This design comes from an exercise in tuning for small area, a short achievable clock period and few clock cycles on the open sky130 flow, not from production work. The RTL was checked by simulation tests, not by an equivalence proof against the original design. No activity file was given, so power comes from the tool's default toggle rates.

==> 06-21: inputs <==
==> flow/design.v <==
`default_nettype none
package rv_core_pkg;
    localparam int XLEN          = 32;
    localparam int REG_ADDR_BITS = 5;
    localparam int MEM_ADDR_BITS = 10;
    typedef logic [XLEN-1:0]          word_t;
    typedef logic [REG_ADDR_BITS-1:0] reg_addr_t;
    typedef logic [MEM_ADDR_BITS-1:0] mem_addr_t;
    typedef logic [31:0]              pc_t;
    localparam logic [6:0] OPC_OP_IMM = 7'b0010011;
    localparam logic [6:0] OPC_OP     = 7'b0110011;
    localparam logic [6:0] OPC_LUI    = 7'b0110111;
    localparam logic [6:0] OPC_JAL    = 7'b1101111;
    localparam logic [6:0] OPC_BRANCH = 7'b1100011;
    localparam logic [6:0] OPC_LOAD   = 7'b0000011;
    localparam logic [6:0] OPC_STORE  = 7'b0100011;
    typedef enum logic [2:0] {
        CLS_ALU_IMM, CLS_ALU_REG, CLS_LUI, CLS_JAL,
        CLS_BRANCH, CLS_LOAD, CLS_STORE, CLS_HALT
    } instr_class_t;
    typedef enum logic [2:0] {
        ALU_ADD, ALU_SUB, ALU_XOR, ALU_OR, ALU_AND, ALU_PASS_B
    } alu_op_t;
endpackage
`default_nettype wire
`default_nettype none
`timescale 1ns/1ns
module rv_core (
    input  wire                         clk,
    input  wire                         rst_n_i,
    input  wire                         start_i,
    input  wire [31:0]                  start_addr_i,
    output logic [9:0]                  mem_addr_o,
    output logic                        mem_we_o,
    output logic [31:0]                 mem_wdata_o,
    input  wire [31:0]                  mem_rdata_i,
    output logic [31:0]                 peek_pc_o,
    output logic [31:0]                 peek_ir_o,
    output logic                        paused_o
);
    logic        idle_q;
    logic [9:0]  fa_q;         
    logic [11:0] pcf_q;        
    logic        port_f_q;     
    logic        d_valid_q;    
    logic        d_btb_q;      
    logic [1:0]  btb_v_q;
    logic [11:0] btb_pc_q [2];
    logic [11:0] btb_tgt_q [2];
    logic        btb_lru_q;    
    logic [11:0] d_pc_q;
    logic [31:0] ir_q;         
    logic        r_valid_q;
    logic        r_pred_q;
    logic        e_valid_q;
    logic [31:0] e_a_q, e_b_q, e_opb_q;
    logic [4:0]  e_rd_q;
    logic        e_wr_q, e_jal_q, e_br_q, e_bne_q, e_ld_q, e_st_q, e_reg_q, e_pred_q;
    logic        e_add_q, e_sub_q, e_xor_q, e_or_q, e_and_q, e_pass_q, e_link_q;
    logic [31:0] npc_q;        
    logic        we_q;
    logic [31:0] wd_q;
    logic        ldp_q, ldwb_q;
    logic [4:0]  ldp_rd_q, ldwb_rd_q;
    logic [31:0] rf [1:31];
    logic [31:0] rv_q;         
    logic [31:0] w;
    logic        d_is_jal, d_is_bb, d_pred;
    logic [11:0] d_tgt;
    assign w        = mem_rdata_i;
    assign d_is_jal = (w[6:0] == 7'b1101111);
    assign d_is_bb  = (w[6:0] == 7'b1100011) && (w[14:13] == 2'b00) && w[31];
    logic [11:0] d_tgt_j, d_tgt_b;
    rv_add #(.W(12)) u_dtgt_j (.a(d_pc_q), .b({w[20], w[30:21], 1'b0}), .cin(1'b0), .s(d_tgt_j));
    rv_add #(.W(12)) u_dtgt_b (.a(d_pc_q), .b({w[7], w[30:25], w[11:8], 1'b0}), .cin(1'b0), .s(d_tgt_b));
    assign d_tgt    = w[2] ? d_tgt_j : d_tgt_b;
    assign d_pred   = d_valid_q && (d_is_jal || d_is_bb) && !d_btb_q;
    logic [6:0]  opc;
    logic [2:0]  f3;
    logic [6:0]  f7;
    logic [4:0]  r_rd, r_rs1, r_rs2;
    logic        f3_alu;
    logic        c_imm, c_reg, c_lui, c_jal, c_br, c_ld, c_st, c_halt;
    logic [31:0] r_imm;
    assign opc   = ir_q[6:0];
    assign f3    = ir_q[14:12];
    assign f7    = ir_q[31:25];
    assign r_rd  = ir_q[11:7];
    assign r_rs1 = ir_q[19:15];
    assign r_rs2 = ir_q[24:20];
    assign f3_alu = (f3 == 3'b000) || (f3 == 3'b100) || (f3 == 3'b110) || (f3 == 3'b111);
    assign c_imm  = (opc == 7'b0010011) && f3_alu;
    assign c_reg  = (opc == 7'b0110011) &&
                    (((f7 == 7'b0000000) && f3_alu) || ((f7 == 7'b0100000) && (f3 == 3'b000)));
    assign c_lui  = (opc == 7'b0110111);
    assign c_jal  = (opc == 7'b1101111);
    assign c_br   = (opc == 7'b1100011) && (f3[2:1] == 2'b00);
    assign c_ld   = (opc == 7'b0000011) && (f3 == 3'b010);
    assign c_st   = (opc == 7'b0100011) && (f3 == 3'b010);
    assign c_halt = !(c_imm || c_reg || c_lui || c_jal || c_br || c_ld || c_st);
    always_comb begin
        if (c_st)       r_imm = {{20{ir_q[31]}}, ir_q[31:25], ir_q[11:7]};
        else if (c_br)  r_imm = {{19{ir_q[31]}}, ir_q[31], ir_q[7], ir_q[30:25], ir_q[11:8], 1'b0};
        else if (c_jal) r_imm = {{11{ir_q[31]}}, ir_q[31], ir_q[19:12], ir_q[20], ir_q[30:21], 1'b0};
        else if (c_lui) r_imm = {ir_q[31:12], 12'b0};
        else            r_imm = {{20{ir_q[31]}}, ir_q[31:20]};
    end
    logic        ex, taken, mispred, loaduse, e_kill, e_wen;
    logic [31:0] sum, link, tgt, res;
    logic [11:0] e_tgt;
    assign ex    = e_valid_q && !ldwb_q;
    rv_add #(.W(32)) u_sum (.a(e_a_q), .b(e_opb_q), .cin(e_sub_q), .s(sum));
    rv_inc #(.W(30)) u_link (.a(npc_q[31:2]), .s(link[31:2]));
    assign link[1:0] = npc_q[1:0];
    rv_add #(.W(32)) u_tgt (.a(npc_q), .b(e_opb_q), .cin(1'b0), .s(tgt));
    assign res   = ({32{e_add_q}}  & sum) |
                   ({32{e_xor_q}}  & (e_a_q ^ e_opb_q)) |
                   ({32{e_or_q}}   & (e_a_q | e_opb_q)) |
                   ({32{e_and_q}}  & (e_a_q & e_opb_q)) |
                   ({32{e_pass_q}} & e_opb_q) |
                   ({32{e_link_q}} & link);
    assign taken   = e_jal_q || (e_br_q && ((e_a_q == e_b_q) ^ e_bne_q));
    assign mispred = (e_jal_q || e_br_q) && (taken != e_pred_q);
    logic r_use1, r_use2, r_kill;
    assign r_use1  = c_imm || c_reg || c_br || c_ld || c_st;
    assign r_use2  = c_reg || c_br || c_st;
    assign loaduse = e_ld_q && (e_rd_q != 5'd0) && r_valid_q &&
                     ((r_use1 && (r_rs1 == e_rd_q)) || (r_use2 && (r_rs2 == e_rd_q)));
    assign e_kill  = ex && (mispred || loaduse);
    assign r_kill  = !e_kill && r_move && ldp_q && r_valid_q &&
                     ((r_use1 && (r_rs1 == ldp_rd_q)) || (r_use2 && (r_rs2 == ldp_rd_q)));
    assign e_tgt   = e_kill ? ((mispred && taken) ? tgt[11:0] : link[11:0])
                            : (!ex ? npc_q[11:0] : taken ? tgt[11:0] : link[11:0]);
    assign e_wen   = ex && e_wr_q;
    logic [31:0] rf1, rf2, a_n, b_n;
    logic        byp1, byp2;
    assign rf1  = (r_rs1 != 5'd0 && rv_q[r_rs1]) ? rf[r_rs1] : 32'd0;
    assign rf2  = (r_rs2 != 5'd0 && rv_q[r_rs2]) ? rf[r_rs2] : 32'd0;
    assign byp1 = e_wen && (e_rd_q == r_rs1);
    assign byp2 = e_wen && (e_rd_q == r_rs2);
    assign a_n  = byp1 ? res : rf1;
    assign b_n  = byp2 ? res : rf2;
    logic        rf_we;
    logic [4:0]  rf_wa;
    logic [31:0] rf_wd;
    assign rf_we = ldwb_q || e_wen;
    assign rf_wa = ldwb_q ? ldwb_rd_q : e_rd_q;
    assign rf_wd = ldwb_q ? mem_rdata_i : res;
    always_ff @(posedge clk) begin
        if (rf_we) begin
            rf[rf_wa] <= rf_wd;
        end
    end
    always_ff @(posedge clk) begin
        if (!rst_n_i) begin
            rv_q <= 32'd0;
        end else if (rf_we) begin
            rv_q[rf_wa] <= 1'b1;
        end
    end
    logic        r_hold_halt, halt_go, r_move;
    logic [11:0] seq;
    assign r_hold_halt = r_valid_q && c_halt;
    assign halt_go     = !idle_q && r_hold_halt && !e_valid_q;
    assign r_move      = !idle_q && !ldwb_q && !r_hold_halt;
    logic [9:0] pcf_inc;
    rv_inc #(.W(10)) u_seq (.a(pcf_q[11:2]), .s(pcf_inc));
    logic btb_hit0, btb_hit1, btb_hit;
    assign btb_hit0 = btb_v_q[0] && (pcf_q == btb_pc_q[0]);
    assign btb_hit1 = btb_v_q[1] && (pcf_q == btb_pc_q[1]);
    assign btb_hit  = btb_hit0 || btb_hit1;
    assign seq = port_f_q ? (btb_hit0 ? btb_tgt_q[0] : btb_hit1 ? btb_tgt_q[1] : {pcf_inc, pcf_q[1:0]})
                          : pcf_q;
    logic       d_take, e_mem;
    logic [11:0] nf_e;
    logic [9:0]  fa_e;
    assign d_take = d_pred && !e_kill && !r_kill;
    assign e_mem  = ex && (e_ld_q || e_st_q);
    assign nf_e   = (e_kill || r_kill) ? e_tgt : seq;
    assign fa_e   = e_mem ? sum[11:2] : nf_e[11:2];
    always_ff @(posedge clk) begin
        if (!rst_n_i) begin
            idle_q    <= 1'b1;
            port_f_q  <= 1'b0;
            d_valid_q <= 1'b0;
            r_valid_q <= 1'b0;
            e_valid_q <= 1'b0;
            we_q      <= 1'b0;
            btb_v_q   <= 2'b00;
            ldp_q     <= 1'b0;
            ldwb_q    <= 1'b0;
        end else begin
            ldp_q  <= ex && e_ld_q && (e_rd_q != 5'd0);
            ldwb_q <= ldp_q && !(e_wen && (e_rd_q == ldp_rd_q));
            we_q   <= ex && e_st_q;
            if (d_pred) btb_v_q[btb_lru_q] <= 1'b1;
            if (idle_q) begin
                port_f_q  <= start_i;
                if (start_i) btb_v_q <= 2'b00;
                d_valid_q <= 1'b0;
                r_valid_q <= 1'b0;
                e_valid_q <= 1'b0;
                if (start_i) idle_q <= 1'b0;
            end else begin
                port_f_q  <= !(ex && (e_ld_q || e_st_q));
                d_valid_q <= port_f_q && !e_kill && !r_kill && !d_pred && !halt_go;
                if (halt_go) begin
                    idle_q    <= 1'b1;
                    r_valid_q <= 1'b0;
                    e_valid_q <= 1'b0;
                end else begin
                    if (e_kill || r_kill) r_valid_q <= 1'b0;
                    else if (r_move)  r_valid_q <= d_valid_q;
                    if (ldwb_q)       e_valid_q <= e_valid_q;
                    else if (e_kill || r_kill) e_valid_q <= 1'b0;
                    else              e_valid_q <= r_valid_q && !c_halt;
                end
            end
        end
    end
    always_ff @(posedge clk) begin
        if (idle_q) begin
            if (start_i) begin
                fa_q  <= start_addr_i[11:2];
                pcf_q <= start_addr_i[11:0];
                npc_q <= start_addr_i;
            end
        end else begin
            pcf_q <= d_take ? d_tgt : nf_e;
            fa_q  <= (d_take && !e_mem) ? d_tgt[11:2] : fa_e;
            if (ex) npc_q <= taken ? tgt : link;
        end
        d_pc_q  <= pcf_q;
        d_btb_q <= port_f_q && btb_hit;
        if (d_pred) begin
            btb_pc_q[btb_lru_q]  <= d_pc_q;
            btb_tgt_q[btb_lru_q] <= d_tgt;
        end
        if (d_pred)                   btb_lru_q <= !btb_lru_q;
        else if (port_f_q && btb_hit) btb_lru_q <= btb_hit0;
    end
    always_ff @(posedge clk) begin
        ldp_rd_q  <= e_rd_q;
        ldwb_rd_q <= ldp_rd_q;
        wd_q      <= e_b_q;
    end
    always_ff @(posedge clk) begin
        if (r_move) begin
            ir_q     <= mem_rdata_i;
            r_pred_q <= d_is_jal || d_is_bb;
        end
    end
    always_ff @(posedge clk) begin
        if (r_move) begin
            e_a_q    <= a_n;
            e_b_q    <= b_n;
            e_opb_q  <= c_reg ? (f7[5] ? ~b_n : b_n) : r_imm;
            e_rd_q   <= r_rd;
            e_wr_q   <= (c_imm || c_reg || c_lui || c_jal) && (r_rd != 5'd0);
            e_jal_q  <= c_jal;
            e_br_q   <= c_br;
            e_bne_q  <= f3[0];
            e_ld_q   <= c_ld;
            e_st_q   <= c_st;
            e_reg_q  <= c_reg;
            e_pred_q <= r_pred_q;
            e_sub_q  <= c_reg && f7[5];
            e_add_q  <= ((c_imm || c_reg) && f3 == 3'b000) || c_ld || c_st;
            e_xor_q  <= (c_imm || c_reg) && f3 == 3'b100;
            e_or_q   <= (c_imm || c_reg) && f3 == 3'b110;
            e_and_q  <= (c_imm || c_reg) && f3 == 3'b111;
            e_pass_q <= c_lui;
            e_link_q <= c_jal;
        end
    end
    assign mem_addr_o  = fa_q;
    assign mem_we_o    = we_q;
    assign mem_wdata_o = wd_q;
    assign paused_o    = idle_q;
    assign peek_pc_o   = npc_q;
    assign peek_ir_o   = ir_q;
endmodule
module rv_add #(
    parameter int W = 32
) (
    input  wire [W-1:0] a,
    input  wire [W-1:0] b,
    input  wire         cin,
    output logic [W-1:0] s
);
    logic [W-1:0] g, p, gn, pn, x;
    always_comb begin
        x = a ^ b;
        g = a & b;
        p = x;
        g[0] = g[0] | (p[0] & cin);
        for (int l = 0; (1 << l) < W; l++) begin
            gn = g;
            pn = p;
            for (int i = 0; i < W; i++) begin
                if (((i >> l) & 1) == 1) begin
                    gn[i] = g[i] | (p[i] & g[((i >> l) << l) - 1]);
                    pn[i] = p[i] & p[((i >> l) << l) - 1];
                end
            end
            g = gn;
            p = pn;
        end
        s = x ^ {g[W-2:0], cin};
    end
endmodule
module rv_inc #(
    parameter int W = 30
) (
    input  wire [W-1:0] a,
    output logic [W-1:0] s
);
    logic [W-1:0] p, pn;
    always_comb begin
        p = a;
        for (int l = 0; (1 << l) < W; l++) begin
            pn = p;
            for (int i = 0; i < W; i++) begin
                if (((i >> l) & 1) == 1) begin
                    pn[i] = p[i] & p[((i >> l) << l) - 1];
                end
            end
            p = pn;
        end
        s = a ^ {p[W-2:0], 1'b1};
    end
endmodule
`default_nettype wire
==> flow/flow/run.sh <==
#!/bin/bash
set -euo pipefail
bash standard.sh SETUP_SLACK_MARGIN=6.6 finish > standard_flow.log 2>&1
==> flow/standard.sh <==
#!/bin/bash
# synth_recipe.tcl (not shown) runs the flow's synth.tcl, then flattens the netlist and writes it again
# the make line also repeats each setting of config.mk as NAME=value (left out here)
make -C /OpenROAD-flow-scripts/flow DESIGN_CONFIG=/design/flow/config.mk WORK_HOME=/design/flow/orfs CLKGATE_MAP_FILE= SYNTH_SCRIPT=/design/flow/synth_recipe.tcl "${@:-finish}"
==> flow/config.mk <==
export PLATFORM = sky130hd
export DESIGN_NAME = rv_core
export DESIGN_NICKNAME = rv_core
export VERILOG_FILES = /design/flow/design.v
export SDC_FILE = /design/flow/constraint.sdc
export NUM_CORES = 4
export LEC_CHECK = 0
export CAP_MARGIN = 20
export CORE_MARGIN = 2
export CORE_UTILIZATION = 40
export SLEW_MARGIN = 20
==> flow/constraint.sdc <==
create_clock -name core_clock -period 10.0 [get_ports {clk}]
set_input_delay 2.0000 -clock core_clock [delete_from_list [all_inputs] [get_ports {clk}]]
set_output_delay 2.0000 -clock core_clock [all_outputs]
set_load 0.01 [all_outputs]
==> 08-13 (differences from 06-21) <==
==> flow/flow/run.sh (replaced) <==
#!/bin/bash
set -euo pipefail
bash standard.sh SETUP_SLACK_MARGIN=6.0 finish > standard_flow.log 2>&1
==> 02-10 (differences from 06-21) <==
--- a/flow/config.mk
+++ b/flow/config.mk
@@ -9,3 +9,3 @@
 export CORE_MARGIN = 2
-export CORE_UTILIZATION = 40
+export CORE_UTILIZATION = 55
 export SLEW_MARGIN = 20
==> run notes <==
02-10 finished with timing, DRC and antenna clean. 06-21 completed without violations. 08-13 passed the timing, DRC and antenna checks. Die area: 02-10 is lower than 06-21 (27%). Of 02-10 and 08-13, 08-13 has the higher clock-buffer cell count (gap 3). In 02-10 the setup slack is worse than in 06-21, by 0.085 ns. Synthesized cell count is the same in 06-21 and 08-13. Global-route usage: 02-10 > 06-21 > 08-13. Design area: 02-10 is larger than 06-21 (0.52%). The highest clock skew belongs to 06-21, the lowest to 02-10. The highest first-iteration DRC count belongs to 06-21, the lowest to 08-13. Combinational power, highest first: 02-10, 06-21, 08-13. Critical path depth: 06-21 is lower than 02-10 (4). The lowest power belongs to 08-13, the highest to 02-10.
Testbench counts of 06-21, summed over its fixed seeds: cycles 21,509.
Testbench counts of 08-13, summed over its fixed seeds: cycles 21,509.
Testbench counts of 02-10, summed over its fixed seeds: cycles 21,509.

re-timing with driven ports:
The results above use ideal ports. As a check the final layouts listed here were re-extracted and re-timed, cells and wires unchanged.
Step 1 (the two cells are an assumption about what drives the block):
set clk [get_ports {clk}]
set_driving_cell -lib_cell sky130_fd_sc_hd__clkbuf_16 $clk
set_driving_cell -lib_cell sky130_fd_sc_hd__buf_2 [delete_from_list [all_inputs] $clk]
Step 2, shift: input delay + t, output delay - t, t = (earliest + latest rising clock arrival at the registers) / 2. This alone moves slack from input paths to output paths.
Three values: ideal ports, drivers, drivers and shift; two values: the first two.
| run | shift t [ns] | setup WS [ns] | worst slew at a driven data input, ns | pins driven straight from the clock port |
|---|---|---|---|---|
| 06-21 | 0.867 | 6.147 / 6.147 / 5.434 | 0.09 | 1 |
| 08-13 | 0.867 | 5.949 / 5.949 / 5.261 | 0.06 | 1 |
| 02-10 | 0.867 | 6.062 / 6.062 / 5.531 | 0.10 | 1 |
After both steps every run listed still meets setup and hold. For 06-21, which loses most, drivers alone change the setup slack by 0.000 ns; drivers and shift together by -0.713 ns.
